This design comes from an exercise in tuning for small area on the open sky130 flow, not from production work.
Only simulation tests tie the RTL to the original design; equivalence was not proved.
No activity file was given, so power comes from the tool's default toggle rates.

==> v15 <==
==> flow/design.v <==
package regfile_pkg;
   typedef enum logic {
      CLEAR = 1'b0,
      RUN   = 1'b1
   } state_e;
   localparam int                    DEF_DATA_W  = 32;
   localparam int                    DEF_NREGS   = 32;
   localparam int                    DEF_SP_REG  = 29;
   localparam logic [DEF_DATA_W-1:0] DEF_SP_INIT = 32'h0000_2FFC;
   function automatic int aw_of(input int nregs);
      aw_of = (nregs <= 1) ? 1 : $clog2(nregs);
   endfunction
endpackage
module regfile_sb_rdport
#(
   parameter int DATA_W = regfile_pkg::DEF_DATA_W,
   parameter int NREGS  = regfile_pkg::DEF_NREGS,
   parameter int AW     = 5
) (
   input  logic                          run,
   input  logic [AW-1:0]                 addr,
   input  logic [NREGS-1:0][DATA_W-1:0]  rh,
   input  logic [NREGS-1:0]              rh_busy,
   input  logic                          wr_en,
   input  logic [AW-1:0]                 wr_addr,
   input  logic [DATA_W-1:0]             wr_data,
   output logic [DATA_W-1:0]             data,
   output logic                          busy
);
   localparam int NG = (NREGS + 2) / 3;
   logic             hit;
   logic [NREGS-1:0] sel;
   logic [NREGS-1:0][DATA_W-1:0] src;
   assign hit = wr_en && (wr_addr == addr);
   always_comb begin
      sel[0] = run && hit && (addr != '0);
      for (int r = 1; r < NREGS; r++)
         sel[r] = run && !hit && (addr == AW'(r));
   end
   always_comb begin
      src    = rh;
      src[0] = wr_data;
   end
   logic [NG-1:0][DATA_W-1:0] grp;
   always_comb begin
      for (int g = 0; g < NG; g++) begin
         grp[g] = '0;
         for (int j = 0; j < 3; j++)
            if (3 * g + j < NREGS)
               grp[g] = grp[g] | (src[3*g+j] & {DATA_W{sel[3*g+j]}});
      end
      data = '0;
      for (int g = 0; g < NG; g++)
         data = data | grp[g];
   end
   always_comb begin
      busy = !run;
      for (int r = 1; r < NREGS; r++)
         busy = busy | (rh_busy[r] & sel[r]);
   end
endmodule
module regfile_sb
#(
   parameter int                DATA_W   = regfile_pkg::DEF_DATA_W,
   parameter int                NREGS    = regfile_pkg::DEF_NREGS,
   parameter int                NRD      = 2,
   parameter bit                ZERO_REG = 1'b1,
   parameter int                SP_REG   = regfile_pkg::DEF_SP_REG,
   parameter logic [DATA_W-1:0] SP_INIT  = DATA_W'(regfile_pkg::DEF_SP_INIT),
   localparam int               AW       = regfile_pkg::aw_of(NREGS)
) (
   input  logic                  clk,
   input  logic                  rst_n,
   output logic                  ready,
   input  logic [NRD*AW-1:0]     rd_addr,
   output logic [NRD*DATA_W-1:0] rd_data,
   output logic [NRD-1:0]        rd_busy,
   input  logic                  wr_en,
   input  logic [AW-1:0]         wr_addr,
   input  logic [DATA_W-1:0]     wr_data,
   input  logic                  iss_en,
   input  logic [AW-1:0]         iss_addr,
   input  logic [AW-1:0]         dbg_addr,
   output logic [DATA_W-1:0]     dbg_data
);
   logic [AW:0]                  cnt_q;
   logic                         run;
   logic [NREGS-1:0]             busy_q;
   logic [NREGS-1:0][DATA_W-1:0] rh_q;
   logic [DATA_W-1:0]            dbg_data_q;
   assign run      = cnt_q[AW];
   assign ready    = run;
   assign dbg_data = dbg_data_q;
   always_ff @(posedge clk) begin
      if (!rst_n)    cnt_q <= '0;
      else if (!run) cnt_q <= cnt_q + (AW+1)'(1);
   end
   for (genvar r = 1; r < NREGS; r++) begin : g_row
      logic              we;
      logic [DATA_W-1:0] init, q;
      assign init = (r == SP_REG) ? SP_INIT : '0;
      assign we   = !run || (wr_en && (wr_addr == AW'(r)));
      always_ff @(posedge clk) begin
         if (we) q <= run ? wr_data : init;
      end
      assign rh_q[r] = q;
   end
   assign rh_q[0] = '0;
   for (genvar r = 1; r < NREGS; r++) begin : g_busy
      logic q;
      always_ff @(posedge clk) begin
         if (!run)
            q <= 1'b0;
         else if (iss_en && (iss_addr == AW'(r)))
            q <= 1'b1;
         else if (wr_en && (wr_addr == AW'(r)))
            q <= 1'b0;
      end
      assign busy_q[r] = q;
   end
   assign busy_q[0] = 1'b0;
   localparam int NG = (NREGS + 2) / 3;
   logic [NREGS-1:0]          dsel;
   logic [NG-1:0][DATA_W-1:0] dgrp;
   logic [DATA_W-1:0]         dbg_d;
   always_comb begin
      dsel[0] = 1'b0;
      for (int r = 1; r < NREGS; r++)
         dsel[r] = rst_n && run && (dbg_addr == AW'(r));
      for (int g = 0; g < NG; g++) begin
         dgrp[g] = '0;
         for (int j = 0; j < 3; j++)
            if (3 * g + j < NREGS)
               dgrp[g] = dgrp[g] | (rh_q[3*g+j] & {DATA_W{dsel[3*g+j]}});
      end
      dbg_d = '0;
      for (int g = 0; g < NG; g++)
         dbg_d = dbg_d | dgrp[g];
   end
   always_ff @(posedge clk) dbg_data_q <= dbg_d;
   for (genvar i = 0; i < NRD; i++) begin : g_rd
      regfile_sb_rdport #(
         .DATA_W (DATA_W),
         .NREGS  (NREGS),
         .AW     (AW)
      ) u_rdport (
         .run     (run),
         .addr    (rd_addr[i*AW +: AW]),
         .rh      (rh_q),
         .rh_busy (busy_q),
         .wr_en   (wr_en),
         .wr_addr (wr_addr),
         .wr_data (wr_data),
         .data    (rd_data[i*DATA_W +: DATA_W]),
         .busy    (rd_busy[i])
      );
   end
endmodule
==> flow/flow/run.sh <==
#!/bin/bash
# Own layout flow: the standard layout (standard.sh), except that
# - synthesis maps the logic with an area-oriented ABC script (synth.tcl,
#   area.script); everything before ABC, flip-flop mapping included, is the
#   standard synthesis, so the registers keep their names and cell types;
# - the port buffers are the smallest buffer cell;
# - CTS clusters up to 16 sinks within 60 um on clkbuf_8 and adds no dummy
#   loads.
# Floorplan, power grid, placement, timing repair and routing are the
# standard flow's. Each step's full output goes to a log file here.
set -euo pipefail
W=$(pwd)
export BUFFER_PORTS_ARGS="-buffer_cell sky130_fd_sc_hd__buf_1"
export CTS_ARGS="-sink_clustering_enable -repair_clock_nets -dont_use_dummy_load -buf_list sky130_fd_sc_hd__clkbuf_8 -sink_clustering_size 16 -sink_clustering_max_diameter 60"
bash standard.sh SYNTH_SCRIPT="$W/flow/synth.tcl" synth > "$W/synth.log" 2>&1
bash standard.sh SYNTH_SCRIPT="$W/flow/synth.tcl" finish > "$W/layout.log" 2>&1
==> flow/flow/area.script <==
&get -n
&st
&dch
&nf -a
&put
==> flow/flow/synth.tcl <==
# The standard synthesis (synth_recipe.tcl in the work folder), with only
# the ABC mapping script swapped for an area-oriented one (area.script).
# Everything before ABC, flip-flop mapping included, is unchanged, so the
# registers keep the standard synthesis's names and cell types.
set own_flow_dir [file dirname [file normalize [info script]]]
proc abc {args} {
   global own_flow_dir
   set i [lsearch -exact $args -script]
   if {$i >= 0} {
      set args [lreplace $args $i [expr {$i + 1}] -script $own_flow_dir/area.script]
   }
   yosys abc {*}$args
}
source [file dirname $own_flow_dir]/synth_recipe.tcl
==> flow/standard.sh <==
#!/bin/bash
# synth_recipe.tcl (not shown) runs the flow's synth.tcl, then flattens the netlist and writes it again
# the make line also repeats each setting of config.mk as NAME=value (left out here)
make -C /OpenROAD-flow-scripts/flow DESIGN_CONFIG=/design/flow/config.mk WORK_HOME=/design/flow/orfs CLKGATE_MAP_FILE= SYNTH_SCRIPT=/design/flow/synth_recipe.tcl "${@:-finish}"
==> flow/config.mk <==
export PLATFORM = sky130hd
export DESIGN_NAME = regfile_sb
export DESIGN_NICKNAME = regfile_sb
export VERILOG_FILES = /design/flow/design.v
export SDC_FILE = /design/flow/constraint.sdc
export NUM_CORES = 4
export LEC_CHECK = 0
export CAP_MARGIN = 20
export CORE_MARGIN = 2
export CORE_UTILIZATION = 45
export SLEW_MARGIN = 20
==> flow/constraint.sdc <==
create_clock -name core_clock -period 7.0 [get_ports {clk}]
set_input_delay 1.4000 -clock core_clock [delete_from_list [all_inputs] [get_ports {clk}]]
set_output_delay 1.4000 -clock core_clock [all_outputs]
set_load 0.01 [all_outputs]
==> v18: changes against v15 <==
--- a/flow/config.mk
+++ b/flow/config.mk
@@ -8,4 +8,5 @@
 export CAP_MARGIN = 20
 export CORE_MARGIN = 2
-export CORE_UTILIZATION = 45
+export CORE_UTILIZATION = 40
+export SETUP_SLACK_MARGIN = 0.15
 export SLEW_MARGIN = 20
==> run notes <==
Result of the run: v18 finished clean; v15 finished clean
Tcrit/Tclk final: v18 94.4%; v15 94.6%
Core outline area: v18 116,000 um2; v15 103,000 um2
CP max stage cell: v18 sky130_fd_sc_hd__buf_1; v15 sky130_fd_sc_hd__and4_1
Buf+Inv Stages, Crit Path: v18 5; v15 4
Net switching share of the total power: v18 21.1%; v15 21.2%
Filler-free cell count of the finished design: v18 4,909; v15 4,767
Power in the clock group: v18 3.14 mW; v15 3.28 mW
Total leakage power: v18 17.1 nW; v15 17.1 nW
Share of cells above drive strength 1: v18 11.2%; v15 11.0%
Total power: v18 10.1 mW; v15 10.2 mW
Worst slack on hold paths: v18 0.481 ns; v15 0.485 ns
Final design utilization: v18 45.4%; v15 50.7%
Initial antenna violation count: v18 20; v15 21
Met3 Use GR: v18 14.8%; v15 20.2%
Fraction of power consumed by the clock network: v18 31.1%; v15 32.1%
Count of plain and timing-repair buffers: v18 344; v15 341
Global-route usage over all layers: v18 33.7%; v15 40.2%
Via count: v18 41,163; v15 41,674
Depth of the critical timing path with buffers and inverters included: v18 19; v15 14
Sequential cell fraction of total power: v18 67.7%; v15 66.7%
Via density: v18 8.39; v15 8.74
Psw: v18 2.12 mW; v15 2.17 mW
Die area: v18 120,000 um2; v15 107,000 um2

[re-timing with driven ports]
The results above use ideal ports. As a check the final layouts listed here were re-extracted and re-timed, cells and wires unchanged. Step 1 (the two cells are an assumption about what drives the block):
set clk [get_ports {clk}]
set_driving_cell -lib_cell sky130_fd_sc_hd__clkbuf_16 $clk
set_driving_cell -lib_cell sky130_fd_sc_hd__buf_2 [delete_from_list [all_inputs] $clk]
Step 2 also shifts input and output timing later by t, the mid clock arrival at the registers, as if the neighbouring blocks saw the same clock. Three values: ideal, step 1, step 2; two values: the first two.
| run | t, ns | setup WS [ns] | worst hold slack (ns) | worst register clock-pin slew, ns |
|---|---|---|---|---|
| v15 | 0.855 | 0.375 / 0.343 / 0.343 | 0.485 / 0.485 / 0.485 | 0.11 / 0.11 |
| v18 | 0.836 | 0.390 / 0.363 / 0.363 | 0.481 / 0.481 / 0.481 | 0.11 / 0.11 |
After both steps setup and hold are still met in every run listed. For v15, which loses most, drivers alone change the setup slack by -0.032 ns; drivers and shift together by -0.032 ns.
